This design comes from an exercise in tuning for small area, a short achievable clock period and few clock cycles per item on the open sky130 flow, not from production work. In this exercise RTL edits were held to simulation tests only and were not proved equivalent to the original.

== 02-03 ==
## bilin_simd4_top
module bilin_simd4_top (
  input  wire logic        clk,
  input  wire logic        rst_n,
  input  wire logic        i_start,
  input  wire logic [15:0] i_in_w,
  input  wire logic [15:0] i_in_h,
  input  wire logic [15:0] i_scale,
  input  wire logic [31:0] i_rd_data,
  output logic             o_busy,
  output logic             o_done,
  output logic [15:0]      o_out_w,
  output logic [15:0]      o_out_h,
  output logic [75:0]      o_rd_addr,
  output logic [3:0]       o_wr_en,
  output logic [75:0]      o_wr_addr,
  output logic [31:0]      o_wr_data
);
  localparam int LANES = 3;
  localparam logic [1:0] ST_IDLE  = 2'd0;
  localparam logic [1:0] ST_SETUP = 2'd1;
  localparam logic [1:0] ST_RUN   = 2'd2;
  localparam logic [1:0] ST_DONE  = 2'd3;
  logic [1:0] st;
  logic [1:0] st_n;
  logic       st_run;
  logic       busy_r;
  logic       done_r;
  assign st_run = st == ST_RUN;
  assign o_busy = busy_r;
  assign o_done = done_r;
  logic [15:0] wr;
  logic [15:0] hr;
  logic [15:0] sr;
  always_ff @(posedge clk) begin
    wr <= i_in_w;
    hr <= i_in_h;
  end
  logic [15:0] drem;
  logic [15:0] inv;
  logic [15:0] pwh;
  logic [15:0] phh;
  logic [23:0] pw;
  logic [23:0] ph;
  logic [3:0]  cnt;
  logic        sfirst;
  assign o_out_w = pwh;
  assign o_out_h = phh;
  assign pw      = {pwh, rem[7:0]};
  assign ph      = {phh, rem[15:8]};
  assign drem    = gap;
  assign cnt     = mcnt;
  assign sr      = rows_left;
  logic [3:0]  sp;
  ...
export LEC_CHECK = 0
export CAP_MARGIN = 20
export CORE_MARGIN = 2
export CORE_UTILIZATION = 60
export SLEW_MARGIN = 20
create_clock -name core_clock -period 110.0 [get_ports {clk}]
standard.sh (not shown) runs the stock make flow with config.mk's settings and CLKGATE_MAP_FILE= SYNTH_SCRIPT=/design/flow/synth_recipe.tcl, a recipe that flattens the netlist after the stock synthesis.
==> flow/flow/run.sh <==
#!/bin/bash
# Layout flow: the standard ORFS flow, except that the buffers put on
# every input and output port are sky130_fd_sc_hd__buf_1 instead of the
# delay cell that buffer_ports picks by default. Everything else, synthesis
# included, is standard.sh unchanged.
set -euo pipefail
bash standard.sh "BUFFER_PORTS_ARGS=-buffer_cell sky130_fd_sc_hd__buf_1" finish > standard_flow.log 2>&1
02-03 has completed all stages; timing, DRC and antenna checks passed.
Testbench counts of 02-03, summed over its fixed seeds: cycles 24,827, items 58,680.
> inputs changed (02-03 -> 11-14)
Settings: CORE_UTILIZATION: 60 -> 70; CTS_CLUSTER_SIZE: unset -> 30; CTS_CLUSTER_DIAMETER: unset -> 70.
Findings:
11-14 vs. 02-03: number of vias in the routed layout increased by 0.75% relative to the old numbers, HPWL after detailed placement decreased by about 2.7% relative to the old numbers, portion of the clock cycle consumed by the worst path in the final layout closely matched the old numbers, number of CTS-inserted buffers decreased by 19 relative to the old numbers.
Going from 02-03 to 11-14, worst hold margin grows by 16 ps.
Relative to 02-03, global-route usage has gone up in 11-14.
Diff 02-03 -> 11-14 | maximum single-stage delay on the critical path | increase of 90 ps
Run comparison: 02-03 slowest stage cell on the critical path dfrtp_1; 11-14 slowest stage cell on the critical path edfxtp_1
11-14: final cell utilization of the core 9.4 points above 02-03
Clock network latency to the later pin of the worst-skew pair: 02-03 vs 11-14 — no meaningful difference

* * *

bilin_simd4_top, a different RTL version from the one above (not shown whole).
Size in the first run: about 500 flip-flops, ~45000 um^2 of cells after synthesis.
Settings: LEC_CHECK=0, CAP_MARGIN=20, CORE_MARGIN=2, CORE_UTILIZATION=40, CTS_BUF_LIST=sky130_fd_sc_hd__clkbuf_8, CTS_CLUSTER_DIAMETER=60, CTS_CLUSTER_SIZE=30, SLEW_MARGIN=20; clock period 110.0 ns.
run.sh (not shown) runs the stock make flow with config.mk's settings and CLKGATE_MAP_FILE= SYNTH_SCRIPT=/design/flow/synth_recipe.tcl, a recipe that flattens the netlist after the stock synthesis.
Stock flow here: none of the scripts above is used.
Testbench counts at the start, summed over its fixed seeds: cycles 24,827, items 58,680.
Change:
--- a/flow/config.mk
+++ b/flow/config.mk
@@ -9,6 +9,3 @@
 export CORE_MARGIN = 2
 export CORE_UTILIZATION = 40
-export CTS_BUF_LIST = sky130_fd_sc_hd__clkbuf_8
-export CTS_CLUSTER_DIAMETER = 60
-export CTS_CLUSTER_SIZE = 30
 export SLEW_MARGIN = 20
Routed wire length rose by 0.69%.
Core utilization goes up by 0.74 points.
Worst setup slack improved by 0.070 ns.

* * *

JK:
bilin_simd4_top, a different RTL version from the one above (not shown whole).
Size: roughly 4300 cells after synthesis, ~450 flip-flops, ~310 I/O pins, roughly 0.043 mm² of cells after synthesis.
make LEC_CHECK=0 CAP_MARGIN=20 CORE_MARGIN=2 CORE_UTILIZATION=40 CTS_BUF_LIST=sky130_fd_sc_hd__clkbuf_8 CTS_CLUSTER_DIAMETER=50 CTS_CLUSTER_SIZE=24 SLEW_MARGIN=20 finish   # period 110.0 ns
Testbench counts of JK, summed over its fixed seeds: cycles 24,827, items 58,680.
> inputs changed (JK -> MS)
# JK
export LEC_CHECK = 0
export CAP_MARGIN = 20
export CORE_MARGIN = 2
export CORE_UTILIZATION = 40
export CTS_BUF_LIST = sky130_fd_sc_hd__clkbuf_8
export CTS_CLUSTER_DIAMETER = 50
export CTS_CLUSTER_SIZE = 24
export SLEW_MARGIN = 20
create_clock -name core_clock -period 110.0 [get_ports {clk}]
# MS
export LEC_CHECK = 0
export CAP_MARGIN = 20
export CORE_MARGIN = 2
export CORE_UTILIZATION = 40
export SLEW_MARGIN = 20
create_clock -name core_clock -period 110.0 [get_ports {clk}]
==> comparison <==
- Between JK and MS, overall routed net length increased.
- Between MS and JK, maximum frequency from static timing analysis is lower for JK, MS comes in above that.
- MS finished end to end and its layout was clean on timing, DRC and antenna.
- Between MS and JK, source-to-sink clock delay at the later pin of the worst-skew pair is lower for MS, JK comes in above that.
- Summary: with JK as the reference, clock buffer count in the final layout in MS moved up slightly.
- Cell area | MS vs JK | MS larger
- MS ended up with a lower clock transition at the register clock pins on the worst setup and hold paths after CTS than JK did.
- Fraction of final layout cells sized beyond drive strength 1 delta for MS relative to JK: 0.32 points lower
Relative to MS, the following input files were edited for AL:
==> flow/flow/run.sh (new file) <==
#!/bin/bash
# Layout flow: the standard ORFS flow, except that the buffers put on
# every input and output port are sky130_fd_sc_hd__buf_2 instead of the
# delay cell that buffer_ports picks by default. Everything else, synthesis
# included, is standard.sh unchanged.
set -euo pipefail
bash standard.sh "BUFFER_PORTS_ARGS=-buffer_cell sky130_fd_sc_hd__buf_2" finish > standard_flow.log 2>&1
==> flow/standard.sh (new file) <==
#!/bin/bash
# synth_recipe.tcl (not shown) runs the flow's synth.tcl, then flattens the netlist and writes it again
# the make line also repeats each setting of config.mk as NAME=value (left out here)
make -C /OpenROAD-flow-scripts/flow DESIGN_CONFIG=/design/flow/config.mk WORK_HOME=/design/flow/orfs CLKGATE_MAP_FILE= SYNTH_SCRIPT=/design/flow/synth_recipe.tcl "${@:-finish}"
removed: flow/run.sh
[summary]
Diff MS -> AL: fmax increased about 1.7%, final instance area decreased about 3%, utilization decreased 1.3 points, area after detailed placement decreased 2.9%. AL vs MS, sequential portion of the cell area went up by 0.60 points.

-- separate check: timing with driven ports --
Ports are ideal in the flow. The routed layouts listed here were re-timed in OpenROAD.
Step 1 sets driving cells, clkbuf_16 on the clock port and buf_2 on the other inputs (assumed; they add their load-dependent delay and slew).
Step 2 moves the port delays by t, midway between the first and last clock arrival at a register: inputs arrive t later, outputs are due t later. That takes back most of the time a late clock gives input paths.
a / b / c = no drivers / after step 1 / after step 2; a / b = the first two.
run | t, ns | setup slack, ns | clock arrival spread, ns | pins driven straight from the clock port
02-03 | 0.676 | 86.784 / 86.715 / 87.032 | 0.027 / 0.028 | 1
11-14 | 0.682 | 86.756 / 86.692 / 87.017 | 0.035 / 0.035 | 1
the first run of note 2 | 0.827 | 86.201 / 86.133 / 86.851 | 0.052 / 0.051 | 1
the second run of note 2 | 0.762 | 86.272 / 86.204 / 86.799 | 0.087 / 0.087 | 1
JK | 0.848 | 86.158 / 86.092 / 86.894 | 0.099 / 0.099 | 1
MS | 0.717 | 86.326 / 86.257 / 86.855 | 0.031 / 0.032 | 1
AL | 0.721 | 86.733 / 86.662 / 87.226 | 0.050 / 0.050 | 1
After both steps every run listed still meets setup and hold.
